From an optimization exercise on the open Yosys and OpenROAD flow, aimed at small area, a short achievable clock period and few clock cycles per item; shortcuts taken in it are not production practice.
In this exercise RTL edits were held to simulation tests only and were not proved equivalent to the original.
No activity file was given, so power comes from the tool's default toggle rates.

File: flow/config.mk
export PLATFORM = sky130hd
export DESIGN_NAME = nora_bram_loader
export DESIGN_NICKNAME = nora_bram_loader
export VERILOG_FILES = /design/flow/design.v
export SDC_FILE = /design/flow/constraint.sdc
export NUM_CORES = 4
export LEC_CHECK = 0
export CAP_MARGIN = 20
export CORE_MARGIN = 2
export CORE_UTILIZATION = 40
export SLEW_MARGIN = 20
File: flow/constraint.sdc
create_clock -name core_clock -period 7.5 [get_ports {clk}]
set_input_delay 1.5000 -clock core_clock [delete_from_list [all_inputs] [get_ports {clk}]]
set_output_delay 1.5000 -clock core_clock [all_outputs]
set_load 0.01 [all_outputs]
File: flow/design.v
module nora_bram_loader #(
    parameter int ADDR_BITS = 9,
    parameter     INIT_FILE = "",
    parameter bit WP_RESET  = 1'b0
) (
    input  logic                 clk,
    input  logic                 reset,
    input  logic [ADDR_BITS-1:0] slv_addr_i,
    input  logic [7:0]           slv_datawr_i,
    input  logic                 slv_datawr_valid,
    output logic [7:0]           slv_datard_o,
    input  logic                 slv_req_i,
    input  logic                 slv_rwn_i,
    input  logic                 wp_set_i,
    output logic                 wp_o,
    input  logic                 ld_start_i,
    input  logic [ADDR_BITS-1:0] ld_addr_i,
    input  logic [ADDR_BITS:0]   ld_len_i,
    input  logic [7:0]           ld_data_i,
    input  logic                 ld_valid_i,
    output logic                 ld_ready_o,
    output logic                 ld_busy_o,
    output logic                 ld_done_o
);
    localparam int DEPTH = 1 << ADDR_BITS;
    typedef enum logic [1:0] {
        IDLE,
        LOAD,
        DONE
    } state_t;
    state_t               state;
    logic [ADDR_BITS-1:0] addr;
    logic [ADDR_BITS:0]   cnt;
    logic [7:0]           mem [DEPTH];
    logic                 beat;
    logic                 slv_we;
    logic                 start_ok;
    assign ld_ready_o = (state == LOAD) & ~slv_req_i;
    assign beat       = ld_valid_i & ld_ready_o & ~reset;
    assign slv_we     = slv_req_i & ~slv_rwn_i & slv_datawr_valid & ~wp_o;
    assign start_ok   = ld_start_i & ~wp_o;
    always_ff @(posedge clk) begin
        if (beat) begin
            mem[addr] <= ld_data_i;
        end else if (slv_we) begin
            mem[slv_addr_i] <= slv_datawr_i;
        end
    end
    always_ff @(posedge clk) begin
        if (reset) begin
            slv_datard_o <= 8'h00;
        end else if (!beat) begin
            slv_datard_o <= mem[slv_addr_i];
        end
    end
    always_ff @(posedge clk) begin
        if (reset) begin
            wp_o <= WP_RESET;
        end else if (wp_set_i) begin
            wp_o <= 1'b1;
        end
    end
    always_ff @(posedge clk) begin
        if (reset) begin
            state     <= IDLE;
            addr      <= '0;
            cnt       <= '0;
            ld_busy_o <= 1'b0;
            ld_done_o <= 1'b0;
        end else begin
            unique case (state)
                IDLE: begin
                    ld_done_o <= 1'b0;
                    if (start_ok) begin
                        addr <= ld_addr_i;
                        cnt  <= ld_len_i;
                        if (ld_len_i == '0) begin
                            state     <= DONE;
                            ld_done_o <= 1'b1;
                        end else begin
                            state     <= LOAD;
                            ld_busy_o <= 1'b1;
                        end
                    end
                end
                LOAD: begin
                    if (beat) begin
                        addr <= addr + ADDR_BITS'(1);
                        cnt  <= cnt - (ADDR_BITS + 1)'(1);
                        if (cnt == (ADDR_BITS + 1)'(1)) begin
                            state     <= DONE;
                            ld_busy_o <= 1'b0;
                            ld_done_o <= 1'b1;
                        end
                    end
                end
                DONE: begin
                    state     <= IDLE;
                    ld_done_o <= 1'b0;
                end
                default: begin
                    state     <= IDLE;
                    ld_busy_o <= 1'b0;
                    ld_done_o <= 1'b0;
                end
            endcase
        end
    end
endmodule
File: flow/run.sh
#!/bin/bash
# synth_recipe.tcl (not shown) runs the flow's synth.tcl, then flattens the netlist and writes it again
# the make line also repeats each setting of config.mk as NAME=value (left out here)
make -C /OpenROAD-flow-scripts/flow DESIGN_CONFIG=/design/flow/config.mk WORK_HOME=/design/flow/orfs CLKGATE_MAP_FILE= SYNTH_SCRIPT=/design/flow/synth_recipe.tcl finish
==> results of run 1 <==
==> report_power, final <==
| group | total [uW] | switching [uW] | internal (uW) | leakage (uW) |
|---|---|---|---|---|
| registers | 25600 | 68.6 | 25600 | 0.0371 |
| logic | 2690 | 1850 | 841 | 0.0125 |
| clock network | 20300 | 8810 | 11500 | 0.00649 |
| total | 48600 | 10700 | 37900 | 0.0561 |
==> synthesized netlist by cell type, types with 16 or more instances <==
library cell	number
sky130_fd_sc_hd__nand3_1	46
sky130_fd_sc_hd__a22oi_1	140
sky130_fd_sc_hd__or3_1	16
sky130_fd_sc_hd__buf_6	59
sky130_fd_sc_hd__or4_1	27
sky130_fd_sc_hd__nand4_1	16
sky130_fd_sc_hd__mux2_2	18
sky130_fd_sc_hd__nor4_1	25
sky130_fd_sc_hd__edfxtp_1	4096
sky130_fd_sc_hd__nand2_1	244
sky130_fd_sc_hd__clkbuf_1	218
sky130_fd_sc_hd__a21oi_1	168
sky130_fd_sc_hd__mux2i_1	359
sky130_fd_sc_hd__dfxtp_1	32
sky130_fd_sc_hd__buf_4	85
sky130_fd_sc_hd__nor3_1	79
sky130_fd_sc_hd__buf_1	22
sky130_fd_sc_hd__nor2_1	600
sky130_fd_sc_hd__and3_1	20
sky130_fd_sc_hd__mux4_2	875
sky130_fd_sc_hd__mux4_1	21
sky130_fd_sc_hd__o221ai_1	153
sky130_fd_sc_hd__nand2b_1	16
sky130_fd_sc_hd__o22ai_1	127
sky130_fd_sc_hd__o21ai_0	86
sky130_fd_sc_hd__a211oi_1	38
sky130_fd_sc_hd__buf_2	93
==> stage by stage <==
stage          cells  util [%]
3_5_place_dp   12925      42.1
3_3_place_gp   12922      42.1
6_report       13695      45.4
2_1_floorplan   7827         -
5_1_grt        13691      45.4
4_1_cts        13689      45.4
==> worst max-delay path by stage <==
stage / start / to / slack, ps / cells past startpoint
after floorplan: slv_rwn_i / mem[0][0] / 970 / 6
after global placement: slv_addr_i[0] / slv_datard_o[3] / 1260 / 10
after detailed placement: slv_req_i / mem[369][6] / 1440 / 8
after CTS: slv_req_i / mem[334][6] / 2490 / 8
after global routing: slv_req_i / mem[334][6] / 2390 / 8
final: slv_req_i / mem[334][2] / 2410 / 8
==> area by class of cell <==
cell class                 count  share of cell area (%)
sequential                  4128                    68.1
multi-input combinational   3198                    19.1
antenna                        6                 0.00827
inverter                      13                  0.0324
timing repair buffer         321                    1.78
tap                         5265                    3.63
clock buffer                 498                    5.93
clock inverter               266                    1.39
==> critical path, stage by stage <==
cell	delay, ps
sky130_fd_sc_hd__clkdlybuf4s50_1	540
sky130_fd_sc_hd__nand4_1	750
sky130_fd_sc_hd__nor2_1	380
sky130_fd_sc_hd__a21oi_1	70
sky130_fd_sc_hd__buf_4	180
sky130_fd_sc_hd__nor2_1	580
sky130_fd_sc_hd__nand2_1	740
sky130_fd_sc_hd__nor2_1	860
==> registers in the layout, indices dropped and copies added (netlist names) <==
| register | flops |
|---|---|
| addr | 9 |
| cnt | 10 |
| ld_busy_o | 1 |
| ld_done_o | 1 |
| mem | 4096 |
| slv_datard_o | 8 |
| state | 2 |
| wp_o | 1 |
==> routing by layer <==
metal / part of all wire (%) / GRT usage, % / wire length [um]
met5: 0.0063 / 0 / 27
met4: 3.7 / 6.89 / 15700
met3: 7.9 / 3.53 / 33900
met2: 48 / 33.3 / 205000
met1: 40 / 28.3 / 173000
==> kinds of logic after synthesis <==
| group | Yosys count |
|---|---|
| DFF | 4128 |
| muxes | 1273 |
| and+or+nand+nor | 1129 |
| AOI/OAI and AO/OA | 793 |
| buffers and inverters | 501 |
| adders and majority gates | 3 |
==> results.txt, run 1 <==
Power:
- The power density over cell area is 268 nW/um2.
- The design draws 48600 uW.
- The worst-case IR drop observed on VDD is 0.189 mV.
- Summed over all cells, the static leakage comes to 0.0561 uW.

Logic synthesis:
- After synthesis the netlist holds a flip-flop and latch count of 4128.
- The per-instance average area after synthesis is 20.6 um2.
- The adder and majority gate portion of the synthesized area is 0.0233%.
- After synthesis, the largest family of logic cells by area is multiplexers.
- The share of the synthesized netlist area taken by xor and xnor gates is 0%.
- Sorting the synthesized cells by area gives the leading types as sky130_fd_sc_hd__edfxtp_1 76%, sky130_fd_sc_hd__mux4_2 12%, sky130_fd_sc_hd__mux2i_1 2.2%.
- The fraction of synthesized cell area taken by the top area cell type is 76.4%.
- After synthesis, the share of cell area in mux cells is 15.0%.
- For this run, the number of Yosys warnings is 1.
- The number of flops mapped to enable cells by yosys is 4096.
- The cell area after technology mapping is 161000 um2.
- Of all cell types, the one taking the most synthesized area is sky130_fd_sc_hd__edfxtp_1.
- The compound-gate portion of the synthesized area is 3.34%.
- The simple logic cell fraction of the synthesized area is 3.04%.
- The net count of the mapped netlist is 7882.
- The fraction of registers with async set or reset after synthesis is 0%.
- After technology mapping, the gate count stands at 7827.
- For this run, the register share of the synthesized area comes to 76.8%.
- The unique cell type count in the Yosys netlist is 64.
- The most used flip-flop cell after synthesis is sky130_fd_sc_hd__edfxtp_1.

Critical path:
- Measured in cells, the most critical reg-to-reg path has a length of 8.
- The maximum net fanout on the critical path is 16.
- The worst register-to-register path has a setup slack of 3120 ps.
- The element type at the critical path start is an input pin.
- The worst flop-to-flop path endpoint is mem[334][2].
- STA classifies the critical path endpoint as a flop.
- By startpoint and endpoint, the worst setup path is classified as input pin to flop.
- The arrival time of the worst setup path is 5660 ps.
- The worst reg2reg path startpoint is wp_o.
- STA puts the critical path data required time at 8060 ps.

STA:
- After layout, the worst path uses 67.9% of the clock period.
- The final setup skew is 58.6 ps.
- Across all setup checks in the final design, the least slack found is 2410 ps.
- Derived from the worst setup path, the maximum achievable clock frequency is 0.196 GHz.
- The count of final setup violators is 0.
- The final critical-path required period is 5090 ps.
- The total count of max-transition violations in the final report is 0.
- For the pin with the worst max-slew slack, the measured transition is 1230 ps.
- The worst hold slack is 464 ps.
- The worst max-slew margin expressed relative to the limit is 17.7%.
- The final hold violation count is 0.
- Setup total negative slack on the finished layout was measured at 0 ps.
- Setup repair after global routing left no endpoint under its margin.

Min path:
- The path with the worst hold slack has its endpoint at ld_done_o.
- The worst hold path was traced through 2 stages.
- The class of the tightest hold or removal check is flop to flop.
- The startpoint of the most critical hold path is ld_done_o.

CTS:
- The H-tree was split into 5 levels.
- The number of buffers inserted to repair setup after CTS is 0.
- In this run the clock root is driven by a sky130_fd_sc_hd__clkbuf_16.
- The CTS tree is yes.
- The clock latency reported for the late side of the worst-skew pair is 970 ps.
- The total clock buffers created by CTS is 409.
- The maximum buffer depth of the clock tree is 4.
- The number of hold buffers added after CTS is 0.
- The number of gates given a new drive strength after cts is 0.
- After clock tree synthesis, the clock-pin slew on the worst setup and hold paths is 60 ps.
- The number of clock sinks seen by CTS is 4128.

Route:
- After detailed routing, the number of remaining DRC violations is 0.
- The initial detailed-routing violation count is 10.9k.
- The average routed wire per standard cell is 31.2 um.
- Dividing the detail-routed via count by the number of cells gives 5.88.
- The first detailed-routing pass ran for 6 iterations.
- The final route contains 80.5k vias.
- In this run the remaining antenna-violating nets after routing total 0.
- Wires add up to 428 mm.

Status:
- The run finished with no timing, DRC or antenna violations.

GRT:
- The wire length of the first global-routing pass is 606 mm.
- Entering global routing, the biggest net connects 162 pins.
- The total global routing overflow is 0.
- Global routing used 20.6% of the available tracks.
- The number of global-route vias before repair was 80.5k.
- The number of antenna violations at the first check in global routing is 24.

Floorplan:
- For this configuration, the core starts out at a cell density of 40.2%.
- The vertical extent of the die is 638 um.
- Measured along the x axis, the die boundary spans 638 um.
- The floorplan has 232 rows.
- The area of the core region is 400000 um2.
- The die outline area is 407000 um2.
- The number of placed I/O pins is 64.

Layout:
- The layout cell share with drive strength beyond 1 is 21.7%.
- After the last flow step, the layout net total stands at 8126.
- The library cells used most frequently in the layout, excluding fill and tap cells, are 4096 x sky130_fd_sc_hd__edfxtp_1, 875 x sky130_fd_sc_hd__mux4_2, 598 x sky130_fd_sc_hd__nor2_1.
- The fill cell total of the finished layout is 33.1k.
- The multi-input combinational cell area is 34800 um2.
- In the final layout, flip-flops and latches occupy 124000 um2.
- Relative to the synthesized area, the layout overhead comes to 12.9%.
- The library cell used most frequently in the layout, excluding fill and tap cells, is sky130_fd_sc_hd__edfxtp_1.
- The finished cells cover 182000 um2.

Placement:
- The number of buffers added on ports is 63.
- Timing analysis after detailed placement gives a worst setup slack of 1440 ps.
- The global placer's final weighted congestion is 0.901.
- The placed instances occupy a cell area of 168000 um2.
- Detailed placement ended at an HPWL of 258 mm.

Job:
- The max-capacitance violation count is 0.
Testbench counts, summed over its fixed seeds: cycles 20,497, beats 11,470.
==> inputs of run 2 (changes only) <==
==> flow/design.v (replaced) <==
module nora_bram_loader #(
    parameter int ADDR_BITS = 9,
    parameter     INIT_FILE = "",
    parameter bit WP_RESET  = 1'b0
) (
    input  logic                 clk,
    input  logic                 reset,
    input  logic [ADDR_BITS-1:0] slv_addr_i,
    input  logic [7:0]           slv_datawr_i,
    input  logic                 slv_datawr_valid,
    output logic [7:0]           slv_datard_o,
    input  logic                 slv_req_i,
    input  logic                 slv_rwn_i,
    input  logic                 wp_set_i,
    output logic                 wp_o,
    input  logic                 ld_start_i,
    input  logic [ADDR_BITS-1:0] ld_addr_i,
    input  logic [ADDR_BITS:0]   ld_len_i,
    input  logic [7:0]           ld_data_i,
    input  logic                 ld_valid_i,
    output logic                 ld_ready_o,
    output logic                 ld_busy_o,
    output logic                 ld_done_o
);
    localparam int AW   = ADDR_BITS;
    localparam int RW   = AW - 1;             
    localparam int ROWS = 1 << RW;            
    logic [AW-1:0] addr;
    logic [AW:0]   cnt;
    logic          beat;
    logic          slv_we;
    logic          start_ok;
    logic          h_v [2];
    assign slv_we     = slv_req_i & ~slv_rwn_i & slv_datawr_valid & ~wp_o;
    assign ld_ready_o = ld_busy_o & ~(slv_req_i & (addr[0] ? h_v[1] : h_v[0]));
    assign beat       = ld_valid_i & ld_ready_o & ~reset;
    assign start_ok   = ld_start_i & ~ld_busy_o & ~ld_done_o & ~wp_o;
    always_ff @(posedge clk) begin
        if (reset) begin
            wp_o <= WP_RESET;
        end else if (wp_set_i) begin
            wp_o <= 1'b1;
        end
    end
    always_ff @(posedge clk) begin
        if (reset) begin
            ld_busy_o <= 1'b0;
            ld_done_o <= 1'b0;
        end else begin
            ld_done_o <= 1'b0;
            if (start_ok) begin
                if (ld_len_i == '0) ld_done_o <= 1'b1;
                else                ld_busy_o <= 1'b1;
            end else if (beat && cnt == (AW + 1)'(1)) begin
                ld_busy_o <= 1'b0;
                ld_done_o <= 1'b1;
            end
        end
    end
    always_ff @(posedge clk) begin
        if (start_ok) begin
            addr <= ld_addr_i;
            cnt  <= ld_len_i;
        end else if (beat) begin
            addr <= addr + AW'(1);
            cnt  <= cnt - (AW + 1)'(1);
        end
    end
    logic          p_v [2];
    logic [RW-1:0] p_a [2];
    logic [7:0]    p_d [2];
    logic [RW-1:0] h_a [2];
    logic [7:0]    h_d [2];
    for (genvar b = 0; b < 2; b++) begin : g_bank
        logic sb, nb, hb, hk, nk;
        assign sb = slv_we & (slv_addr_i[0] == 1'(b));
        assign nb = beat & (addr[0] == 1'(b));
        assign hb = h_v[b];
        assign hk = hb & ~(sb & (slv_addr_i[AW-1:1] == h_a[b]));
        assign nk = nb & ~(sb & (slv_addr_i == addr));
        always_ff @(posedge clk) begin
            p_v[b] <= sb | hb | nb;
            if (sb) begin
                p_a[b] <= slv_addr_i[AW-1:1];
                p_d[b] <= slv_datawr_i;
            end else if (hb) begin
                p_a[b] <= h_a[b];
                p_d[b] <= h_d[b];
            end else begin
                p_a[b] <= addr[AW-1:1];
                p_d[b] <= ld_data_i;
            end
            h_v[b] <= sb ? (hk | nk) : (hb & nb);
            if (sb ? (~hk & nk) : (hb & nb)) begin
                h_a[b] <= addr[AW-1:1];
                h_d[b] <= ld_data_i;
            end
        end
    end
    logic [ROWS-1:0][7:0] mem0;
    logic [ROWS-1:0][7:0] mem1;
    always_ff @(posedge clk) begin
        for (int r = 0; r < ROWS; r++) begin
            if (p_v[0] && p_a[0] == RW'(r)) mem0[r] <= p_d[0];
            if (p_v[1] && p_a[1] == RW'(r)) mem1[r] <= p_d[1];
        end
    end
    logic [RW-1:0] ra;
    logic          rb;
    logic [7:0]    mrd;
    logic [3:0]    fh;
    logic [7:0]    fd;
    assign rb = slv_addr_i[0];
    assign ra = slv_addr_i[AW-1:1];
    always_comb begin
        mrd = '0;
        for (int r = 0; r < ROWS; r++) begin
            mrd = mrd | (mem0[r] & {8{~rb && ra == RW'(r)}}) | (mem1[r] & {8{rb && ra == RW'(r)}});
        end
    end
    assign fh[0] = p_v[0] & ~rb & (p_a[0] == ra);
    assign fh[1] = p_v[1] &  rb & (p_a[1] == ra);
    assign fh[2] = h_v[0] & ~rb & (h_a[0] == ra);
    assign fh[3] = h_v[1] &  rb & (h_a[1] == ra);
    assign fd = ({8{fh[0]}} & p_d[0]) | ({8{fh[1]}} & p_d[1]) |
                ({8{fh[2]}} & h_d[0]) | ({8{fh[3]}} & h_d[1]);
    always_ff @(posedge clk) begin
        slv_datard_o <= (|fh) ? fd : mrd;
    end
endmodule
--- a/flow/config.mk
+++ b/flow/config.mk
@@ -8,4 +8,4 @@
 export CAP_MARGIN = 20
 export CORE_MARGIN = 2
-export CORE_UTILIZATION = 40
+export CORE_UTILIZATION = 55
 export SLEW_MARGIN = 20
==> run 2 against run 1 <==
  * The flow now stops in global routing
  * Synthesized cell count is 29% higher
  * Synthesized area up 0.76%
==> results.txt, run 2 <==
Floorplan:
- From bottom edge to top edge, the die measures 547 um.
- After floorplanning, the core was divided into 199 placement rows.
- 64 I/O pins were placed.
- The initial core utilization is 55.2%.
- From left edge to right edge, the die measures 547 um.

CTS:
- The clock root buffer master is sky130_fd_sc_hd__clkbuf_16.
- Hold repair after CTS inserted 0 buffers.
- The maximum buffer depth of the clock tree is 4.
- Once the clock tree was built, the resizer swapped 0 gates to a different size.
- The number of H-tree levels is 5.
- The number of buffers inserted to repair setup after CTS is 0.
- In this run, CTS created clock tree buffers numbering 426.
- The number of clock sinks seen by CTS is 4194.

Logic synthesis:
- By area the synthesized netlist is led by sky130_fd_sc_hd__edfxtp_1 77%, sky130_fd_sc_hd__a22oi_1 4.1%, sky130_fd_sc_hd__a32oi_1 2.0%.
- Among all cell types in the netlist, the one instantiated most often is sky130_fd_sc_hd__edfxtp_1.
- The multiplexer share of the synthesized area is 0.838%.
- Each instance of the synthesized netlist takes up on average 16.1 um2.
- The unique cell type count in the Yosys netlist is 86.
- The sequential area share after synthesis is 77.4%.
- The net count of the mapped netlist is 10.2k.
- The share of the synthesized netlist area taken by xor and xnor gates is 0.297%.
- After synthesis the cells add up to 162000 um2.
- The adder and majority gate portion of the synthesized area is 0.0232%.
- Summing the areas of all compound-gate instances in the mapped netlist gives 11.0% of the synthesized area.
- The fraction of registers with async set or reset after synthesis is 0%.
- Counting flops with a built-in enable in the synthesized netlist gives 4147.
- After synthesis the netlist holds a flip-flop and latch count of 4194.
- After synthesis, the largest family of logic cells by area is compound AO/OA/AOI/OAI gates.
- Summed over all instances, the cell type with the most area after synthesis is sky130_fd_sc_hd__edfxtp_1.
- The instance count of the mapped netlist is 10.1k.
- The warning count from the yosys run is 7.
- The predominant post-synthesis flop cell is sky130_fd_sc_hd__edfxtp_1.
- After synthesis, the largest area contributor takes up 76.8% of total cell area.
- The commonest cells after synthesis are 4147 x sky130_fd_sc_hd__edfxtp_1, 895 x sky130_fd_sc_hd__a22oi_1, 661 x sky130_fd_sc_hd__nor2_1.
- After Yosys synthesis, and, or, nand and nor cells account for 8.40% of the synthesized area.

GRT:
- The number of global-route vias before repair is 164k.
- Entering global routing, the biggest net connects 120 pins.
- Global routing used 100% of the available tracks across all layers.
- The first global-routing pass estimated 1960 mm of wire.
- The total overflow left after global routing is 15.3k.

Placement:
- The congestion estimate from routability-driven global placement came to 1.56.
- The placed wire-length estimate is 951 mm.
- In this run the tool buffered the top-level ports with 63 buffer cells.

Status:
- The run stopped with a tool error.
- The last stage reached is global routing.
- The first error in the log reads "[ERROR GRT-0116] Global routing finished with congestion. Check the congestion regions in the DRC Viewer".
## run 2: changes by cell type after synthesis, moves of 146 or more
cell                       change
sky130_fd_sc_hd__mux4_2      -875
sky130_fd_sc_hd__a22oi_1     +755
sky130_fd_sc_hd__nand3_1     +398
sky130_fd_sc_hd__nand4_1     +387
sky130_fd_sc_hd__a32oi_1     +373
sky130_fd_sc_hd__mux2i_1     -266
sky130_fd_sc_hd__nor3_1      +203
sky130_fd_sc_hd__a22o_1      +169
sky130_fd_sc_hd__clkbuf_1    +164
sky130_fd_sc_hd__buf_2       +146
## run 2: how the worst min path moves through the flow
| stage | start | endpoint | slack [ps] |
|---|---|---|---|
| global placement | h_d[0][5] | p_d[0][5] | 550 |
| CTS | wp_o | wp_o | 560 |
| detailed placement | wp_o | wp_o | 550 |
| floorplan | addr[2] | h_a[0][1] | 440 |
## run 2: per-layer routing
metal / overflow / GRT usage [%]
met5: 263 / 88.0
met3: 2507 / 97.4
met4: 2890 / 97.7
met1: 2760 / 99.0
met2: 6856 / 107
## run 2: cell families after synthesis
logic type      after synthesis
compound gates             2320
xor+xnor                     55
fa+ha+maj                     3
buf+inv                     802
flops                      4194
mux                         131
simple gates               2594
## run 2: power groups by stage
stage	clock (uW)	combinational, uW	sequential (uW)
after detailed placement	0	2660	26600
after global placement	0	2630	26600
after floorplan	0	656	26800
after CTS	20600	2660	26100
## run 2: stage by stage
stage	hold slack (ps)	setup slack (ps)	cell area, um2	utilization, %	instances
after floorplan	443	2800	162000	-	10099
after global placement	553	-319	178000	60.6	14600
after detailed placement	546	410	179000	61.0	14664
after CTS	557	1420	192000	65.5	15455
Testbench counts of run 2, summed over its fixed seeds: cycles 12,647, beats 11,470.
==> inputs of run 3 (changes only) <==
--- a/flow/config.mk
+++ b/flow/config.mk
@@ -9,3 +9,4 @@
 export CORE_MARGIN = 2
 export CORE_UTILIZATION = 55
+export SETUP_SLACK_MARGIN = 4.0
 export SLEW_MARGIN = 20
==> run 3 against run 2 <==
  * The flow again stops in global routing
  * Synthesized area did not move
  * Synthesized cell count did not move
==> results.txt, run 3 <==
Logic synthesis:
- The instance count of the mapped netlist is 10.1k.
- The sequential area share after synthesis is 77.4%.
- The net count of the mapped netlist is 10.2k.
- In the synthesized netlist the async set-or-reset flop fraction comes to 0%.
- After synthesis, the most frequently instantiated cells are 4147 x sky130_fd_sc_hd__edfxtp_1, 895 x sky130_fd_sc_hd__a22oi_1, 661 x sky130_fd_sc_hd__nor2_1.
- During synthesis, Yosys emitted a total of 7 warnings.
- The leading cell type by number of instances after synthesis is sky130_fd_sc_hd__edfxtp_1.
- The synthesized flop and latch total is 4194.
- The cell area after technology mapping is 162000 um2.
- The biggest area contributor in the post-synthesis netlist is sky130_fd_sc_hd__edfxtp_1.
- The number of flops mapped to enable cells by yosys is 4147.
- After synthesis, the largest area contributor takes up 76.8% of total cell area.
- The predominant post-synthesis flop cell is sky130_fd_sc_hd__edfxtp_1.
- The per-instance average area after synthesis is 16.1 um2.
- Yosys mapped the design onto 86 distinct sky130hd cell types.
- Ranked by total cell area, the synthesized netlist is headed by sky130_fd_sc_hd__edfxtp_1 77%, sky130_fd_sc_hd__a22oi_1 4.1%, sky130_fd_sc_hd__a32oi_1 2.0%.

CTS:
- The clock root buffer master is sky130_fd_sc_hd__clkbuf_16.
- In this run, CTS created clock tree buffers numbering 423.
- The clock passes through at most 4 buffers.
- CTS saw 4194 sinks.
- The H-tree was split into 5 levels.

Floorplan:
- From left edge to right edge, the die measures 547 um.
- The vertical extent of the die is 547 um.
- The floorplan row count is 199.
- The initial core utilization is 55.2%.
- The number of placed I/O pins is 64.

Status:
- The stage where the run came to a stop is global routing.
- The run stopped with a tool error.
- The tool reported: "[ERROR GRT-0116] Global routing finished with congestion. Check the congestion regions in the DRC Viewer".

Placement:
- Detailed placement ended at an HPWL of 954 mm.
- At the end of routability-driven placement, the weighted congestion stood at 1.57.
- The worst slack after detailed placement is 641 ps.
- The count of buffers added on input and output ports is 63.

GRT:
- The wire length of the first global-routing pass is 2040 mm.
- The number of global-route vias before repair was 170k.
- The total global routing overflow is 23.3k.
- The global router's overall resource usage is 105%.
- The largest net degree at the start of global routing is 130.
[run 3: cell families after synthesis]
group,after synthesis,share of synthesized area (%)
AO/OA/AOI/OAI,2320,11.0
XOR/XNOR,55,0.297
adder cells (fa/ha/maj),3,0.0232
buffers and inverters,802,2.07
flip-flops,4194,77.4
multiplexers,131,0.838
AND/OR/NAND/NOR,2594,8.40
[run 3: how the worst min path moves through the flow]
stage / startpoint / to / cells after the start
after floorplan: addr[2] / h_a[0][1] / 0
after global placement: wp_o / wp_o / 2
after detailed placement: wp_o / wp_o / 2
after CTS: wp_o / wp_o / 2
[run 3: stage by stage]
step                      hold slack (ps)  std cells  total power [uW]  instance area [um2]
after floorplan                       443      10099             27400               163000
after global placement                541      14627             29300               178000
after detailed placement              542      14678             29300               179000
after CTS                             519      15825             50700               201000
[run 3: layer usage]
metal	GRT usage (%)	GRT overflow
met1	102	4769
met2	114	10789
met3	100	3427
met4	103	3832
met5	94.6	495
[run 3: repair_timing]
action | in CTS
pin swaps | 159
gates cloned | 66
setup buffers | 302
gates resized for setup | 724
hold buffers | 0
endpoints found under the setup margin | 63
[run 3: power by group through the flow]
stage / Clock [uW] / Combinational (uW) / Sequential, uW
global placement: 0 / 2620 / 26600
detailed placement: 0 / 2660 / 26600
CTS: 21500 / 3070 / 26100
floorplan: 0 / 687 / 26700
==> inputs of run 4 (changes only) <==
--- a/flow/design.v
+++ b/flow/design.v
@@ -113,10 +113,5 @@
     assign rb = slv_addr_i[0];
     assign ra = slv_addr_i[AW-1:1];
-    always_comb begin
-        mrd = '0;
-        for (int r = 0; r < ROWS; r++) begin
-            mrd = mrd | (mem0[r] & {8{~rb && ra == RW'(r)}}) | (mem1[r] & {8{rb && ra == RW'(r)}});
-        end
-    end
+    assign mrd = rb ? mem1[ra] : mem0[ra];
     assign fh[0] = p_v[0] & ~rb & (p_a[0] == ra);
     assign fh[1] = p_v[1] &  rb & (p_a[1] == ra);
--- a/flow/config.mk
+++ b/flow/config.mk
@@ -8,5 +8,4 @@
 export CAP_MARGIN = 20
 export CORE_MARGIN = 2
-export CORE_UTILIZATION = 55
-export SETUP_SLACK_MARGIN = 4.0
+export CORE_UTILIZATION = 40
 export SLEW_MARGIN = 20
==> run 4 against run 3 <==
  * The run now finishes clean
  * Synthesized area grew 1.1%
  * Synthesized cell count fell by 23%
==> results.txt, run 4 <==
CTS:
- The number of hold buffers added after CTS is 0.
- The number of gates given a new drive strength after cts is 0.
- The clock root buffer master is sky130_fd_sc_hd__clkbuf_16.
- Post-CTS timing repair inserted 0 buffers for setup.
- The total clock buffers created by CTS is 416.
- The H-tree was split into 5 levels.
- The clock latency reported for the late side of the worst-skew pair is 990 ps.
- No sink is reached through more buffers than the 4 on the longest clock path.
- The number of clock sinks seen by CTS is 4194.
- The CTS tree is yes.
- Clock-pin slew was measured on the worst setup and hold paths at 60 ps.

GRT:
- The wire length of the first global-routing pass is 699 mm.
- The number of global-route vias before repair came to 84.6k.
- The total global routing overflow is 0.
- Across every metal layer, demand over resource in global routing totals 24.0%.
- Entering global routing, the biggest net connects 171 pins.
- The number of antenna violations at the first check in global routing is 38.

Logic synthesis:
- In this run, synthesis inferred 4147 flip-flops with an integrated enable.
- Counting flops with an async set or reset pin after synthesis yields a share of 0%.
- By area the synthesized netlist is led by sky130_fd_sc_hd__edfxtp_1 76%, sky130_fd_sc_hd__mux4_2 14%, sky130_fd_sc_hd__mux2i_1 2.1%.
- Counting flops and latches in the post-synthesis netlist gives 4194.
- Summing every instance area after synthesis gives 164000 um2.
- For this run, the leading register cell type out of synthesis is sky130_fd_sc_hd__edfxtp_1.
- The fraction of synthesized cell area taken by the top area cell type is 76.0%.
- Sorting the synthesized cells by how often they occur yields 4147 x sky130_fd_sc_hd__edfxtp_1, 1034 x sky130_fd_sc_hd__mux4_2, 588 x sky130_fd_sc_hd__nor2_1.
- The post-synthesis cell type with the largest combined area is sky130_fd_sc_hd__edfxtp_1.
- The per-instance average area after synthesis is 21.1 um2.
- The instance count of the mapped netlist is 7754.
- The leading cell type by number of instances after synthesis is sky130_fd_sc_hd__edfxtp_1.
- For this run, the number of Yosys warnings is 7.
- The sequential area share after synthesis is 76.5%.
- The number of different library cells used by synthesis comes to 73.
- Counting every net in the synthesized netlist gives 7809.

Layout:
- The largest registers in the layout are mem0: 2048 flops, mem1: 2048 flops.
- In the final layout, the multi-input gates occupy 36100 um2.
- The area growth from synthesis to layout is 12.7%.
- The library cell used most frequently in the layout, excluding fill and tap cells, is sky130_fd_sc_hd__edfxtp_1.
- The layout cell share with drive strength beyond 1 is 23.5%.
- After filler insertion, the fill cell instance count of the layout stands at 33.9k.
- The final layout contains 8052 nets.
- The top cell types in the final layout, fill and taps aside, are 4147 x sky130_fd_sc_hd__edfxtp_1, 1034 x sky130_fd_sc_hd__mux4_2, 582 x sky130_fd_sc_hd__nor2_1.
- The area used by sequential logic in the layout is 126000 um2.

STA:
- The final critical-path required period is 5580 ps.
- Setup repair after global routing left no endpoint under its margin.
- In this run the tightest slew margin relative to its limit is 8.08%.
- The period utilization is 74.4%.
- Across all setup checks in the final design, the least slack found is 1920 ps.
- For the final routed database, the setup TNS stands at 0 ps.
- The final setup skew is 71.5 ps.
- The actual transition at the worst max-transition pin is 1380 ps.
- The fmax is 0.179 GHz.
- The final hold violation count came to 0.
- The total count of max-transition violations in the final report is 0.
- Setup violations remaining at the end of the flow were counted as 0.

Placement:
- Port buffering added 63 buffers.
- The placed wire-length estimate is 294 mm.
- At the placement stage, the worst setup path has a slack of 1140 ps.
- The global placer's final weighted congestion is 0.903.

Critical path:
- The endpoint identified for the worst register-to-register timing path is slv_datard_o[2].
- The type of the worst setup path is input pin to flop.
- Data on the critical path is required at its endpoint by 8430 ps.
- In this design, the stage delay of the slowest critical-path cell is 1150 ps.
- The critical path goes through buf_16 -> buf_12 -> buf_4 -> nor2b_1 -> a22oi_1 -> nand4_1 -> a41oi_1 -> a2111oi_0 -> a211o_1.
- The worst register-to-register path begins at mem0[618].
- The number of cells on the worst reg-to-reg path is 7.
- The maximum net fanout on the critical path is 78.
- The cell type of the slowest stage on the worst timing path is sky130_fd_sc_hd__nor2b_1.
- The setup slack of the worst register-to-register path is 3270 ps.
- The arrival time of the worst setup path is 6510 ps.
- The element type at the critical path start is an input pin.
- The kind of end point of the critical path is a flop.

Min path:
- The startpoint of the most critical hold path is wp_o.
- For hold timing, the worst endpoint is wp_o.
- The worst hold path belongs to the class flop to flop.
- The worst hold path cell count is 2.

Route:
- In the routed design, unresolved DRC markers number 0.
- In the final routed layout, each cell accounts on average for 36.5 um.
- For this block, the initial DRC count from the detailed router was 12.1k.
- After detailed routing, the number of vias per cell comes to 6.18.
- The total iterations of the first detailed-routing run is 6.
- The detail route stage leaves a number of antenna-violating nets equal to 0.
- The via count is 85.4k.
- The final wirelength is 504 mm.

Floorplan:
- The floorplan row count is 235.
- The die is 644 um tall.
- For this design the top-level I/O count stands at 64.
- The floorplan step defined a die boundary enclosing 415000 um2.
- Once the floorplan was initialized, standard cells occupied 40.1% of the core.
- The floorplan step set the die width to 644 um.
- The area of the core region is 409000 um2.

Power:
- The power density over cell area is 268 nW/um2.
- The maximum VDD drop is 0.187 mV.
- The leakage power is 0.0569 uW.

Job:
- The tool flagged a number of max-cap violations equal to 0.

Status:
- The flow ran to the end and the layout has no timing, DRC or antenna violations.
==> run 4: cell types whose count changed after synthesis, sizes merged, moves of 99 or more <==
| cell | change |
|---|---|
| and3 | -102 |
| a22oi | -863 |
| a22o | -164 |
| nand3 | -375 |
| mux4 | +1034 |
| nor3 | -242 |
| clkbuf | -214 |
| mux2i | +259 |
| a32oi | -373 |
| buf | -112 |
| o22ai | -99 |
| nor4 | -119 |
| nand4 | -389 |
==> run 4: layout make-up <==
| cell class | count | share of cell area [%] |
|---|---|---|
| sequential | 4194 | 68.0 |
| multi-input combinational | 3080 | 19.5 |
| clock buffer | 513 | 5.95 |
| tap | 5451 | 3.69 |
| inverter | 11 | 0.0305 |
| antenna | 25 | 0.0339 |
| timing repair buffer | 294 | 1.61 |
| clock inverter | 252 | 1.21 |
==> run 4: per-stage QoR <==
step           power (uW)  std cells  util (%)  cell area [um2]  hold WS, ps
5_1_grt             50500      13801      45.2           185000          577
3_5_place_dp        29300      13027      41.9           171000          542
4_1_cts             49500      13792      45.1           185000          552
6_report            49400      13820      45.2           185000          549
3_3_place_gp        29300      13022      41.9           171000          526
2_1_floorplan       28100       7754         -           164000          443
==> run 4: where the power goes <==
part,internal [uW],switching (uW)
sequential,25900,215
combinational,883,1880
clock,11500,9010
total,38300,11100
==> run 4: metal layers <==
layer	up-vias	track usage (%)	routed length (um)
li1	32788	-	-
met5	-	0.278	302
met1	45838	32.3	190000
met3	969	6.31	58100
met4	24	9.56	21600
met2	5744	37.2	235000
==> run 4: worst max path at each step <==
stage	end	slack (ps)	depth (start not counted)	startpoint
2_1_floorplan	h_a[1][0]	2640	12	slv_addr_i[1]
3_3_place_gp	slv_datard_o[2]	810	9	slv_addr_i[0]
3_5_place_dp	slv_datard_o[2]	1140	9	slv_addr_i[0]
4_1_cts	slv_datard_o[2]	2180	9	slv_addr_i[0]
5_1_grt	slv_datard_o[2]	1980	9	slv_addr_i[0]
6_report	slv_datard_o[2]	1920	9	slv_addr_i[0]
==> run 4: cell families after synthesis <==
logic type	count (synthesis)	share of synthesized area, %
adders and majority gates	3	0.0229
muxes	1402	16.5
AOI/OAI and AO/OA	498	2.12
DFF	4194	76.5
xor gates and xnor gates	55	0.294
and+or+nand+nor	1122	2.92
buffers and inverters	480	1.65
==> run 4: worst max-delay path: cells and delay by family <==
| kind | cells | cell delay (ps) |
|---|---|---|
| buf+inv | 3 | 1530 |
| compound gates | 4 | 1910 |
| simple gates | 2 | 1450 |
Testbench counts of run 4, summed over its fixed seeds: cycles 12,647, beats 11,470.
==> inputs of run 5 (changes only) <==
--- a/flow/config.mk
+++ b/flow/config.mk
@@ -9,3 +9,4 @@
 export CORE_MARGIN = 2
 export CORE_UTILIZATION = 40
+export SETUP_SLACK_MARGIN = 4.0
 export SLEW_MARGIN = 20
==> run 5 against run 4 <==
  * Synthesized area stayed put
  * Non-clock buffer count rose by 57
  * Synthesized cell count unchanged
  * Combinational power rose by 9.4%
  * Design area increased by 1.9%
  * Die area stayed put
  * Critical path depth is 1 higher
  * Core utilization increased by 0.87 points
  * Clock-buffer cell count down 32
  * Critical path type unchanged
  * Critical endpoint is now slv_datard_o[7]
==> results.txt, run 5 <==
Layout:
- The largest registers in the layout are mem0: 2048 flops, mem1: 2048 flops.
- The final net count is 8103.
- The top cell types in the final layout, fill and taps aside, are 4147 x sky130_fd_sc_hd__edfxtp_1, 1034 x sky130_fd_sc_hd__mux4_2, 418 x sky130_fd_sc_hd__clkbuf_16.
- The leading cell type in the layout, fill and taps excluded is sky130_fd_sc_hd__edfxtp_1.
- The post-route netlist has 28.6% of its cells at a drive strength greater than 1.
- The finished cells cover 188000 um2.
- Relative to the synthesized area, the layout overhead comes to 14.8%.

Power:
- The maximum VDD drop is 0.206 mV.
- For this design the static power due to leakage is 0.0582 uW.
- The power density over cell area is 266 nW/um2.

STA:
- The worst path in the final design needs a cycle of 3860 ps, including I/O delays and setup.
- For the pin with the worst max-slew slack, the measured transition is 1380 ps.
- Setup repair after global routing could not meet its margin everywhere.
- The period utilization is 51.4%.
- Setup violations remaining at the end of the flow were counted as 0.
- The final setup skew is 67.8 ps.
- The total count of max-transition violations in the final report came to 0.
- The worst pin sits at a relative slew slack of 7.88%.
- Summed over all failing endpoints, the final setup total negative slack is 0 ps.
- The fmax is 0.259 GHz.
- The final hold violation count was 0.

Critical path:
- Data arrives at the worst endpoint at 4740 ps.
- The endpoint identified for the worst register-to-register timing path is mem1[624].
- STA puts the critical path data required time at 8380 ps.
- The worst setup path is launched from an input pin.
- The maximum net fanout on the critical path is 30.
- The kind of end point of the critical path is a flop.
- The worst reg2reg path startpoint is p_a[1][1].
- Setup slack on the worst reg-to-reg path comes out at 3860 ps.
- The worst reg2reg path depth is 3.
- The type of the worst setup path is input pin to flop.

Min path:
- The class of the tightest hold or removal check is flop to flop.
- In this run the most critical hold path is launched from wp_o.
- The path with the worst hold slack has its endpoint at wp_o.
- The worst hold path cell count is 2.

CTS:
- The clock tree synthesis step divided the H-tree into 5 levels.
- The clock reaches the later pin of the worst-skew pair after 1000 ps.
- The clock transition at the register clock pins on the worst setup and hold paths after CTS is 70 ps.
- The clock passes through at most 4 buffers.
- Counting every sink on the clock net gives 4194.
- Hold repair after CTS inserted 0 buffers.
- In this run the clock root is driven by a sky130_fd_sc_hd__clkbuf_16.
- Buffers inserted during clock tree synthesis total 408.
- The CTS tree is yes.

Route:
- The final wirelength is 523 mm.
- Dividing the detail-routed via count by the number of cells gives 6.22.
- The average routed wire per standard cell is 37.6 um.
- For this run, design rule violations remaining after detail routing come to 0.
- Once detail routing completed, the nets flagged for antenna violations numbered 0.
- Before antenna repair, the detailed router went through 6 iterations.
- The first routing iteration left 13.0k violations.
- Detailed routing inserted a total of 86.4k vias.

Logic synthesis:
- The unique cell type count in the Yosys netlist is 73.
- The per-instance average area after synthesis is 21.1 um2.
- When the netlist entered floorplanning its net count stood at 7809.
- By instance count, the leading cell after synthesis is sky130_fd_sc_hd__edfxtp_1.
- During synthesis, Yosys emitted a total of 7 warnings.
- Counting flops with a built-in enable in the synthesized netlist gives 4147.
- Of all flip-flops after synthesis, the portion carrying an async set or reset was 0%.
- The synthesized flop and latch total is 4194.
- By area the synthesized netlist is led by sky130_fd_sc_hd__edfxtp_1 76%, sky130_fd_sc_hd__mux4_2 14%, sky130_fd_sc_hd__mux2i_1 2.1%.
- The cell area after technology mapping is 164000 um2.
- In the synthesized netlist the dominant register cell turns out to be sky130_fd_sc_hd__edfxtp_1.
- The synthesized design devotes to its leading area cell type 76.0% of total area.
- Of all cell types, the one taking the most synthesized area is sky130_fd_sc_hd__edfxtp_1.
- The sequential area share after synthesis is 76.5%.
- Synthesis produced a netlist whose cell count is 7754.
- After synthesis, the most frequently instantiated cells are 4147 x sky130_fd_sc_hd__edfxtp_1, 1034 x sky130_fd_sc_hd__mux4_2, 588 x sky130_fd_sc_hd__nor2_1.

Floorplan:
- The die covers 415000 um2.
- Pin placement for this block handled 64 I/O pins.
- The die boundary width is 644 um.
- The initialized floorplan defines 235 standard-cell rows.
- The floorplan step defined a core boundary enclosing 409000 um2.
- The initial core utilization is 40.1%.
- The die is 644 um tall.

GRT:
- The global-route met1 utilization is 32.9%.
- The first global-routing pass estimated 715 mm of wire.
- In the global route stage, met3 resource usage came out at 7.30%.
- The number of global-route vias before repair is 84.6k.
- Entering global routing, the biggest net connects 166 pins.
- The number of antenna violations at the first check in global routing was 31.
- In this run the most used layer during global routing was met2.
- The fraction of met2 tracks used by global routing is 37.5%.
- The total global routing overflow is 0.
- In the global route stage, overall resource usage came out at 24.7%.

Job:
- The tool flagged a number of max-cap violations equal to 0.

Placement:
- Input and output buffers added on the ports amount to 63.
- The congestion estimate from routability-driven global placement came to 0.874.
- The cell area after placement is 171000 um2.
- The HPWL after detailed placement is 295 mm.

Status:
- The run finished with no timing, DRC or antenna violations.
## run 5: cell counts after synthesis
Identical to the previous run, type by type.
## run 5: worst max path at each step
| stage | start | to |
|---|---|---|
| after floorplan | slv_addr_i[0] | h_a[1][0] |
| after global placement | slv_addr_i[2] | slv_datard_o[7] |
| after detailed placement | slv_addr_i[2] | slv_datard_o[7] |
| after CTS | slv_addr_i[2] | slv_datard_o[7] |
| after global routing | slv_addr_i[2] | slv_datard_o[7] |
| final | slv_addr_i[2] | slv_datard_o[7] |
## run 5: metrics by stage
step / setup slack (ps) / utilization [%] / power [uW] / instances / hold slack, ps
finish: 3640 / 46.0 / 50000 / 13882 / 550
global route: 3820 / 46.0 / 51100 / 13849 / 609
CTS: 3750 / 45.7 / 50000 / 13813 / 546
detailed placement: 1160 / 41.8 / 29300 / 13010 / 535
global placement: 1160 / 41.8 / 29300 / 13009 / 534
floorplan: 3600 / - / 28100 / 7754 / 443
## run 5: final cells by class
type                    count  area [um2]
fillers                 33578      221000
flip-flops and latches   4194      126000
multi-input cells        3081       37500
clock buffers             481       10500
well taps                5451        6820
repair buffers            351        4770
clock inverters           273        2930
diodes                     39        97.6
inverters                  11        77.6
repair inverters            1        8.76
## run 5: power by group
group | leakage (uW) | internal, uW | switching, uW
Combinational | 0.0139 | 1010 | 2020
Sequential | 0.0377 | 25900 | 217
Clock | 0.00657 | 11800 | 9070
## run 5: what timing repair did
item                                     CTS  global route
gates resized for setup                  342           218
pin swaps                                 11            13
endpoints found under the setup margin  1042          1086
setup buffers                             19            15
cloned                                    30            10
## run 5: cells by family (layout without fill, tap and decap cells)
group	count (synthesis)	in the layout	share of synthesized area [%]
simple gates	1122	1123	2.92
fa+ha+maj	3	3	0.0229
buf+inv	480	1117	1.65
mux	1402	1402	16.5
xor+xnor	55	55	0.294
compound gates	498	498	2.12
flops	4194	4194	76.5
other cells	0	39	0
## run 5: metal layers
layer | vias to the layer above | wire length (um)
li1 | 32913 | -
met1 | 46415 | 194000
met2 | 5929 | 240000
met3 | 1075 | 62800
met4 | 18 | 25000
met5 | - | 221
## run 5: worst max-delay path, stage by stage
cell                       delay [ps]
sky130_fd_sc_hd__buf_16           240
sky130_fd_sc_hd__buf_8            290
sky130_fd_sc_hd__buf_8            310
sky130_fd_sc_hd__mux4_2           410
sky130_fd_sc_hd__mux2i_4          420
sky130_fd_sc_hd__o22ai_2          340
sky130_fd_sc_hd__a211o_1          360
sky130_fd_sc_hd__nor3_2           320
sky130_fd_sc_hd__a211oi_1          80
sky130_fd_sc_hd__a311o_1          330
==> inputs of run 6 (changes only) <==
--- a/flow/design.v
+++ b/flow/design.v
@@ -70,4 +70,7 @@
     logic [RW-1:0] p_a [2];
     logic [7:0]    p_d [2];
+    logic [7:0]    p_r2 [2];
+    logic [7:0]    p_r1 [2];
+    logic [3:0]    p_r0 [2];
     logic [RW-1:0] h_a [2];
     logic [7:0]    h_d [2];
@@ -79,14 +82,19 @@
         assign hk = hb & ~(sb & (slv_addr_i[AW-1:1] == h_a[b]));
         assign nk = nb & ~(sb & (slv_addr_i == addr));
+        logic [RW-1:0] pa_n;
+        logic          pv_n;
+        assign pv_n = sb | hb | nb;
+        assign pa_n = sb ? slv_addr_i[AW-1:1] : (hb ? h_a[b] : addr[AW-1:1]);
         always_ff @(posedge clk) begin
-            p_v[b] <= sb | hb | nb;
+            p_v[b]  <= pv_n;
+            p_a[b]  <= pa_n;
+            p_r2[b] <= 8'b1 << pa_n[7:5];
+            p_r1[b] <= 8'b1 << pa_n[4:2];
+            p_r0[b] <= pv_n ? (4'b1 << pa_n[1:0]) : 4'b0;
             if (sb) begin
-                p_a[b] <= slv_addr_i[AW-1:1];
                 p_d[b] <= slv_datawr_i;
             end else if (hb) begin
-                p_a[b] <= h_a[b];
                 p_d[b] <= h_d[b];
             end else begin
-                p_a[b] <= addr[AW-1:1];
                 p_d[b] <= ld_data_i;
             end
@@ -102,6 +110,6 @@
     always_ff @(posedge clk) begin
         for (int r = 0; r < ROWS; r++) begin
-            if (p_v[0] && p_a[0] == RW'(r)) mem0[r] <= p_d[0];
-            if (p_v[1] && p_a[1] == RW'(r)) mem1[r] <= p_d[1];
+            if (p_r2[0][r/32] && p_r1[0][(r/4)%8] && p_r0[0][r%4]) mem0[r] <= p_d[0];
+            if (p_r2[1][r/32] && p_r1[1][(r/4)%8] && p_r0[1][r%4]) mem1[r] <= p_d[1];
         end
     end
--- a/flow/config.mk
+++ b/flow/config.mk
@@ -8,5 +8,5 @@
 export CAP_MARGIN = 20
 export CORE_MARGIN = 2
-export CORE_UTILIZATION = 40
-export SETUP_SLACK_MARGIN = 4.0
+export CORE_UTILIZATION = 50
+export SETUP_SLACK_MARGIN = 4.2
 export SLEW_MARGIN = 20
==> run 6 against run 5 <==
  * Core utilization is 12 points higher
  * Clock power is 2% higher
  * Critical endpoint unchanged
  * Combinational power is 8.6% higher
  * Register-to-register slack better by 520 ps
  * Sequential cell count is 40 higher
  * Fmax is 5.6% higher
==> results.txt, run 6 <==
Route:
- The routed via count divided by cell count is 6.89.
- Once detail routing completed, the nets flagged for antenna violations numbered 0.
- For this block, the initial DRC count from the detailed router was 15.2k.
- The via count is 90.3k.
- In the final routed layout, each cell accounts on average for 41.0 um.
- The number of DRC violations after detailed routing is 0.
- The routed design has 537 mm of wire.
- The total iterations of the first detailed-routing run is 6.

CTS:
- After clock tree synthesis, the clock-pin slew on the worst setup and hold paths is 60 ps.
- In this run the deepest clock path goes through 4 buffers.
- The CTS tree is yes.
- CTS built an H-tree with a depth of 5.
- For this design, the CTS-stage hold fixing added 0 buffers.
- The total clock buffers created by CTS is 430.
- The tree is rooted in a sky130_fd_sc_hd__clkbuf_16.
- The number of clock sinks seen by CTS is 4234.
- The clock latency reported for the late side of the worst-skew pair is 1010 ps.

Layout:
- In the layout the commonest cells are 4147 x sky130_fd_sc_hd__edfxtp_1, 956 x sky130_fd_sc_hd__mux4_2, 523 x sky130_fd_sc_hd__and3_1.
- Relative to the synthesized area, the layout overhead comes to 14.4%.
- The final net count is 8373.
- The layout cell share with drive strength beyond 1 is 26.3%.
- The finished cells cover 190000 um2.
- The largest registers in the layout are mem0: 2048 flops, mem1: 2048 flops.
- The library cell used most frequently in the layout, excluding fill and tap cells, is sky130_fd_sc_hd__edfxtp_1.
- The core occupancy in the finished layout is 57.6%.

Critical path:
- The critical path crosses 10 cells after its start point.
- The number of buffers and inverters on the critical path is 3.
- The kind of end point of the critical path is a flop.
- Data on the critical path is required at its endpoint by 8450 ps.
- The endpoint identified for the worst register-to-register timing path is mem0[595].
- Walking the worst path, the cells encountered are buf_16 -> buf_6 -> nor2b_4 -> buf_4 -> a22oi_1 -> nand3_1 -> o311ai_4 -> nor3_1 -> a211o_1 -> a221o_1.
- On the critical path the largest part of the delay comes from simple AND/OR/NAND/NOR gates.
- Setup slack on the worst reg-to-reg path comes out at 4380 ps.
- In this design, the stage delay of the slowest critical-path cell is 640 ps.
- The type of the worst setup path is input pin to flop.
- Along the worst path, the maximum fanout reaches 13.
- The worst reg2reg path depth is 2.
- The worst reg2reg path startpoint is p_r0[0][2].
- The worst setup path is launched from an input pin.
- The arrival time of the worst setup path is 4600 ps.
- The cell type of the slowest stage on the worst timing path is sky130_fd_sc_hd__nor3_1.

GRT:
- The total global routing overflow is 0.
- The global router's overall resource usage is 31.5%.
- The number of global-route vias before repair is 87.5k.
- The largest net degree at the start of global routing is 151.
- The number of antenna violations at the first check in global routing is 50.
- The first global-routing pass estimated 734 mm of wire.

Placement:
- The HPWL after detailed placement is 301 mm.
- The cell area after placement is 172000 um2.
- Buffers placed on the I/O ports in this run total 63.
- Prior to clock tree synthesis, the placed netlist has a worst setup slack of 1460 ps.
- The congestion estimate from routability-driven global placement came to 0.914.

Job:
- The max-capacitance violation count is 0.

Status:
- The run finished with no timing, DRC or antenna violations.

STA:
- The final hold violation count is 0.
- Measured against its own limit, the worst slew margin works out to 13.1%.
- The final critical-path required period is 3650 ps.
- The post-layout worst setup margin is 3850 ps.
- For the final routed database, the setup TNS stands at 0 ps.
- After layout, the worst path uses 48.7% of the clock period.
- Setup repair after global routing could not meet its margin everywhere.
- The final setup skew is 62.0 ps.
- The total count of max-transition violations in the final report is 0.
- The actual transition at the worst max-transition pin is 1300 ps.
- The fmax is 0.274 GHz.
- The count of final setup violators is 0.

Min path:
- The endpoint with the worst hold slack is wp_o.
- The worst hold path begins at wp_o.
- The worst hold path passes through 2 cells.
- The class of the tightest hold or removal check is flop to flop.

Logic synthesis:
- The leading cell type by number of instances after synthesis is sky130_fd_sc_hd__edfxtp_1.
- The fraction of synthesized cell area taken by the top area cell type is 74.8%.
- When the netlist entered floorplanning its net count stood at 8052.
- Of all cell types, the one taking the most synthesized area is sky130_fd_sc_hd__edfxtp_1.
- The predominant post-synthesis flop cell is sky130_fd_sc_hd__edfxtp_1.
- The synthesized flop and latch total is 4234.
- The instance count of the mapped netlist is 7997.
- The share of the Yosys chip area taken by registers is 75.9%.
- The fraction of registers with async set or reset after synthesis is 0%.
- Counting instances in the post-synthesis netlist gives the leading cell types as 4147 x sky130_fd_sc_hd__edfxtp_1, 956 x sky130_fd_sc_hd__mux4_2, 523 x sky130_fd_sc_hd__and3_1.
- After synthesis the cells add up to 166000 um2.
- The per-instance average area after synthesis is 20.8 um2.
- Yosys mapped a number of flops with a built-in enable equal to 4147.
- The number of different library cells used by synthesis comes to 80.
- After synthesis, the cell types taking the most area are sky130_fd_sc_hd__edfxtp_1 75%, sky130_fd_sc_hd__mux4_2 13%, sky130_fd_sc_hd__mux2i_1 2.2%.
- The warning count from the yosys run is 10.

Floorplan:
- The die boundary width is 581 um.
- The number of placed I/O pins is 64.
- The vertical extent of the die is 581 um.
- The die covers 338000 um2.
- The area of the core region is 331000 um2.
- The initial core utilization is 50.3%.
- The floorplan row count is 211.

Power:
- The leakage power is 0.0623 uW.
- The maximum VDD drop is 0.204 mV.
- The power density over cell area is 269 nW/um2.
## run 6: kinds of logic (layout without fill, tap and decap cells)
kind of cell,count (synthesis),count (layout),share of synthesized area [%]
buffers and inverters,574,1258,2.16
AND/OR/NAND/NOR,1123,1124,3.64
XOR/XNOR,56,56,0.295
other,0,47,0
AO/OA/AOI/OAI,660,660,2.71
multiplexers,1347,1347,15.3
flip-flops,4234,4234,75.9
adder cells (fa/ha/maj),3,3,0.0226
## run 6: repair_timing
item	CTS	global route
buffers inserted	46	44
endpoints found under the setup margin	70	10
hold endpoints to repair	0	0
resized for setup	362	121
cloned	45	11
pin swaps	30	38
## run 6: worst reg2reg max path: cells and delay by family (launching register included)
family / cells / cell delay [ps]
buf+inv: 1 / 950
simple gates: 1 / 780
flops: 1 / 970
## run 6: power breakdown
| group | switching (uW) | total, uW | leakage, uW | internal (uW) |
|---|---|---|---|---|
| Sequential | 313 | 26500 | 0.0380 | 26100 |
| Clock | 9250 | 21400 | 0.00681 | 12100 |
| Combinational | 2210 | 3290 | 0.0174 | 1080 |
## run 6: layout make-up
cell class | count | area (um2)
fillers | 24050 | 140000
flip-flops and latches | 4234 | 126000
multi-input cells | 3190 | 38200
clock buffers | 537 | 11400
repair buffers | 447 | 6190
well taps | 4366 | 5460
clock inverters | 259 | 2540
diodes | 47 | 118
inverters | 15 | 88.8
## run 6: how the worst max path moves through the flow
stage / from / endpoint / slack [ps]
after floorplan: slv_addr_i[0] / h_a[1][0] / 3680
after global placement: slv_addr_i[1] / slv_datard_o[4] / 700
after detailed placement: slv_addr_i[1] / slv_datard_o[7] / 1460
after CTS: addr[0] / ld_ready_o / 3880
after global routing: addr[0] / ld_ready_o / 3840
final: slv_addr_i[2] / slv_datard_o[7] / 3850
## run 6: per-stage QoR
stage          hold WS [ps]  power, uW  std cells
2_1_floorplan           443      28400       7997
3_3_place_gp            522      29800      12102
3_5_place_dp            550      29800      12106
4_1_cts                 551      51100      12993
5_1_grt                 605      52200      13052
6_report                541      51100      13095
## run 6: metal layers
metal / GRT usage [%] / vias to the layer above / wire length [um]
li1: - / 34215 / -
met1: 44.7 / 48215 / 199000
met2: 47.2 / 6710 / 245000
met3: 6.84 / 1138 / 65200
met4: 14.3 / 12 / 27600
met5: 0 / - / 91
Testbench counts of run 6, summed over its fixed seeds: cycles 12,647, beats 11,470.
==> inputs of run 7 (changes only) <==
--- a/flow/design.v
+++ b/flow/design.v
@@ -32,6 +32,8 @@
     logic          start_ok;
     logic          h_v [2];
+    logic [1:0]    hv_n;
+    logic          danger;
     assign slv_we     = slv_req_i & ~slv_rwn_i & slv_datawr_valid & ~wp_o;
-    assign ld_ready_o = ld_busy_o & ~(slv_req_i & (addr[0] ? h_v[1] : h_v[0]));
+    assign ld_ready_o = ld_busy_o & ~(slv_req_i & danger);
     assign beat       = ld_valid_i & ld_ready_o & ~reset;
     assign start_ok   = ld_start_i & ~ld_busy_o & ~ld_done_o & ~wp_o;
@@ -86,4 +88,5 @@
         assign pv_n = sb | hb | nb;
         assign pa_n = sb ? slv_addr_i[AW-1:1] : (hb ? h_a[b] : addr[AW-1:1]);
+        assign hv_n[b] = sb ? (hk | nk) : (hb & nb);
         always_ff @(posedge clk) begin
             p_v[b]  <= pv_n;
@@ -99,5 +102,5 @@
                 p_d[b] <= ld_data_i;
             end
-            h_v[b] <= sb ? (hk | nk) : (hb & nb);
+            h_v[b] <= hv_n[b];
             if (sb ? (~hk & nk) : (hb & nb)) begin
                 h_a[b] <= addr[AW-1:1];
@@ -105,4 +108,7 @@
             end
         end
+    end
+    always_ff @(posedge clk) begin
+        danger <= (start_ok ? ld_addr_i[0] : (addr[0] ^ beat)) ? hv_n[1] : hv_n[0];
     end
     logic [ROWS-1:0][7:0] mem0;
@@ -128,6 +134,12 @@
     assign fd = ({8{fh[0]}} & p_d[0]) | ({8{fh[1]}} & p_d[1]) |
                 ({8{fh[2]}} & h_d[0]) | ({8{fh[3]}} & h_d[1]);
+    logic       rd_hit;
+    logic [7:0] rd_fwd;
+    logic [7:0] rd_mem;
     always_ff @(posedge clk) begin
-        slv_datard_o <= (|fh) ? fd : mrd;
+        rd_hit <= |fh;
+        rd_fwd <= fd;
+        rd_mem <= mrd;
     end
+    assign slv_datard_o = rd_hit ? rd_fwd : rd_mem;
 endmodule
--- a/flow/config.mk
+++ b/flow/config.mk
@@ -9,4 +9,4 @@
 export CORE_MARGIN = 2
 export CORE_UTILIZATION = 50
-export SETUP_SLACK_MARGIN = 4.2
+export SETUP_SLACK_MARGIN = 4.3
 export SLEW_MARGIN = 20
==> run 7 against run 6 <==
  * Critical path depth is 1 higher
  * Still clean on timing, DRC and antenna
  * Sequential share of layout area is 0.91 points lower
  * Global-route usage down 0.52 points
==> results.txt, run 7 <==
Power:
- The internal power is 40000 uW.
- The power share of the clock group is 42.4%.
- The switching share of power is 22.6%.
- The post-layout total power is 51600 uW.
- The power density over cell area is 267 nW/um2.
- For this design the total switching power over the nets is 11700 uW.
- The fraction of power consumed by sequential logic is 51.3%.
- Combinational logic burns 6.4% of the power.
- The maximum VDD drop is 0.246 mV.
- In this run the static leakage power is 0.0644 uW.

Route:
- Using the TritonRoute via totals, the vias-per-cell ratio works out to 6.71.
- The first routing iteration left 14.3k violations.
- The via count is 93.1k.
- In this run the remaining antenna-violating nets after routing total 0.
- The final wirelength is 534 mm.
- After detailed routing, the average wire length per cell comes to 38.5 um.
- In the routed design, unresolved DRC markers number 0.
- The first detailed-routing pass took 6 iterations.

Layout:
- The largest registers in the layout are mem0: 2048 flops, mem1: 2048 flops.
- The layout cell share with drive strength beyond 1 is 21.7%.
- Leaving out fill and tap cells, the most frequent cell in the layout is sky130_fd_sc_hd__edfxtp_1.
- From synthesis to final layout, the design area changed by 14.6%.
- The area used by sequential logic in the layout is 127000 um2.
- The final net count is 8993.
- The library cells used most frequently in the layout, excluding fill and tap cells, are 4147 x sky130_fd_sc_hd__edfxtp_1, 767 x sky130_fd_sc_hd__mux2i_1, 620 x sky130_fd_sc_hd__mux4_2.
- The fill cell total of the finished layout is 24.9k.
- In the final layout, the multi-input gates occupy 40400 um2.

Min path:
- Along the worst hold path, the cell count comes to 2.
- The endpoint with the worst hold slack is rd_fwd[4].
- The class of the tightest hold or removal check is flop to flop.
- The startpoint identified for the worst hold timing path is h_d[0][4].

STA:
- The worst path uses 49.2% of the clock period.
- In this run the tightest slew margin relative to its limit is 21.1%.
- The final setup skew is 41.9 ps.
- The fmax is 0.271 GHz.
- Summed over all failing endpoints, the final setup total negative slack is 0 ps.
- The smallest clock period supported by the final layout is computed as 3690 ps.
- The actual transition at the worst max-transition pin is 1180 ps.
- The total count of max-transition violations in the final report is 0.
- Setup slack closes at 3810 ps.
- Setup violations remaining at the end of the flow were counted as 0.
- Setup repair after global routing could not meet its margin everywhere.
- The final hold violation count is 0.
- The worst hold slack is 492 ps.

CTS:
- The number of hold buffers added after CTS is 0.
- The clock net in this run drives a total of 4244 sinks.
- The clock root buffer master is sky130_fd_sc_hd__clkbuf_16.
- In this run the number of H-tree levels came out at 5.
- The clock latency reported for the late side of the worst-skew pair is 990 ps.
- TritonCTS built the clock tree.
- The number of clock buffers added by TritonCTS is 430.
- The maximum buffer depth of the clock tree is 4.
- The clock transition at the register clock pins on the worst setup and hold paths after CTS is 60 ps.

GRT:
- The global router's overall resource usage is 31.0%.
- The number of antenna violations at the first check in global routing came to 60.
- Summed over all layers, the global routing overflow is 0.
- The number of global-route vias before repair is 91.5k.
- Entering global routing, the biggest net connects 138 pins.
- The first global-routing pass estimated 739 mm of wire.

Logic synthesis:
- Counting instances in the post-synthesis netlist gives the leading cell types as 4147 x sky130_fd_sc_hd__edfxtp_1, 771 x sky130_fd_sc_hd__mux2i_1, 614 x sky130_fd_sc_hd__mux4_2.
- sky130_fd_sc_hd__edfxtp_1 takes more of the synthesized area than any other cell.
- The synthesized design contains 4147 enable-type register cells.
- Counting every net in the synthesized netlist gives 8730.
- The fraction of synthesized cell area taken by the top area cell type is 73.8%.
- In this run the mean area of a mapped cell was 19.5 um2.
- The cell area after technology mapping is 169000 um2.
- The warning count from the yosys run is 10.
- Among all flip-flop cells after synthesis, the most frequent one is sky130_fd_sc_hd__edfxtp_1.
- Yosys attributes the largest share of cell area to sky130_fd_sc_hd__edfxtp_1 74%, sky130_fd_sc_hd__mux4_2 8.2%, sky130_fd_sc_hd__mux2i_1 4.6%.
- In the post-synthesis netlist, the cell with the most instances is sky130_fd_sc_hd__edfxtp_1.
- The unique cell type count in the Yosys netlist is 76.
- The sequential area share after synthesis is 74.9%.
- The synthesized flop and latch total is 4244.
- Synthesis produced 8673 cells.
- The fraction of registers with async set or reset after synthesis is 0%.

Placement:
- The worst slack after detailed placement is 1240 ps.
- The global placer's final weighted congestion is 0.909.
- The placed wire-length estimate is 293 mm.
- The number of buffers added on ports is 63.

Floorplan:
- Once the floorplan was initialized, standard cells occupied 50.2% of the core.
- The die boundary width is 585 um.
- The number of placed I/O pins is 64.
- The core region is 336000 um2.
- The vertical extent of the die is 585 um.
- The die covers 342000 um2.
- The floorplan row count is 213.

Critical path:
- Of all nets on the critical path, the largest fanout is 45.
- The kind of end point of the critical path is a flop.
- The worst register-to-register path begins at p_r0[0][0].
- The data required time of the worst path is 8420 ps.
- The arrival time of the worst setup path is 4610 ps.
- The worst reg2reg path depth is 3.
- Setup slack on the worst reg-to-reg path comes out at 4430 ps.
- The worst flop-to-flop path endpoint is mem0[1121].
- The element type at the critical path start is an input pin.
- The type of the worst setup path is input pin to flop.

Status:
- The run finished with no timing, DRC or antenna violations.

Job:
- The max-capacitance violation count is 0.
[run 7: cell type report]
cell class	instances	share of cell area, %
repair buffers	425	3.17
clock buffers	532	5.93
flip-flops and latches	4244	65.5
clock inverters	254	1.42
repair inverters	2	0.00906
multi-input cells	3803	20.9
inverters	30	0.0770
well taps	4515	2.92
diodes	69	0.0893
[run 7: how the worst max path moves through the flow]
stage	cells after the start	from	end	slack [ps]
after floorplan	9	slv_addr_i[0]	rd_mem[2]	3890
after global placement	9	slv_addr_i[5]	rd_mem[2]	410
after detailed placement	11	slv_addr_i[5]	rd_mem[4]	1240
after CTS	11	slv_addr_i[1]	rd_mem[4]	4040
after global routing	12	slv_addr_i[0]	rd_mem[1]	3960
final	11	slv_addr_i[1]	rd_mem[6]	3810
[run 7: power by group through the flow]
stage	combinational [uW]	sequential, uW	clock [uW]
finish	3290	26500	21900
global route	3350	26500	22900
CTS	3210	26500	22000
detailed placement	2830	27000	0
global placement	2800	27000	0
floorplan	1430	27000	0
[run 7: layer usage]
metal | global-route usage (%) | vias to the layer above | part of all wire, %
met5 | 0 | - | 0.017
met4 | 12.4 | 14 | 4.2
met3 | 6.69 | 1043 | 11
met2 | 48.0 | 6186 | 47
met1 | 43.1 | 49188 | 38
li1 | - | 36673 | -
[run 7: critical path, cell delays in order]
cell and delay (ps):
sky130_fd_sc_hd__buf_16 150, sky130_fd_sc_hd__or2_4 370, sky130_fd_sc_hd__buf_12 180, sky130_fd_sc_hd__buf_16 180, sky130_fd_sc_hd__buf_4 310, sky130_fd_sc_hd__o22ai_1 410
sky130_fd_sc_hd__o31ai_1 190, sky130_fd_sc_hd__a2111oi_1 460, sky130_fd_sc_hd__nand3_1 310, sky130_fd_sc_hd__nand4_1 180, sky130_fd_sc_hd__and3_1 170
[run 7: kinds of logic (layout without fill, tap and decap cells)]
kind of cell,Yosys count,in the layout,synth area share (%)
AOI/OAI and AO/OA,900,900,3.71
xor gates and xnor gates,55,55,0.285
adders and majority gates,5,5,0.0371
buffers and inverters,630,1243,2.54
DFF,4244,4244,74.9
muxes,1479,1479,14.1
other,0,69,0
and+or+nand+nor,1360,1364,4.36
[run 7: stage by stage]
stage	cells	area (um2)	utilization, %
floorplan	8673	169000	-
global placement	12850	173000	51.5
detailed placement	12855	173000	51.6
CTS	13781	193000	57.3
global route	13817	193000	57.4
finish	13874	193000	57.5
[run 7: what timing repair did]
action	4_1_cts	5_1_grt
setup endpoints to repair	72	46
endpoints found under the hold margin	0	0
setup buffers	81	20
resized for setup	570	54
pin swaps	94	35
cloned	59	4
Testbench counts of run 7, summed over its fixed seeds: cycles 12,647, beats 11,470.

afterwards: timing with drivers on the ports:
Ports are ideal in the flow. The routed layouts listed here were re-timed in OpenROAD.
Step 1, drivers: a clkbuf_16 drives clk and a buf_2 each remaining input, both assumed.
Step 2 moves the port delays by t, midway between the first and last clock arrival at a register: inputs arrive t later, outputs are due t later. That takes back most of the time a late clock gives input paths.
Slacks: ideal / step 1 / step 2; pairs: ideal / step 1.
run	t (ns)	slack for setup (ns)	worst slew at a driven data input, ns
run 1	1.046	2.407 / 2.490 / 1.444	0.18
run 4	1.070	1.921 / 1.947 / 0.877	0.08
run 5	1.079	3.642 / 3.396 / 2.317	0.46
run 6	1.082	3.847 / 3.540 / 2.458	0.49
run 7	1.085	3.813 / 3.696 / 2.611	0.47
After both steps setup and hold are still met in every run listed. The setup slack of run 6, which loses most, moves by -0.307 ns with the drivers and by -1.389 ns with both steps.
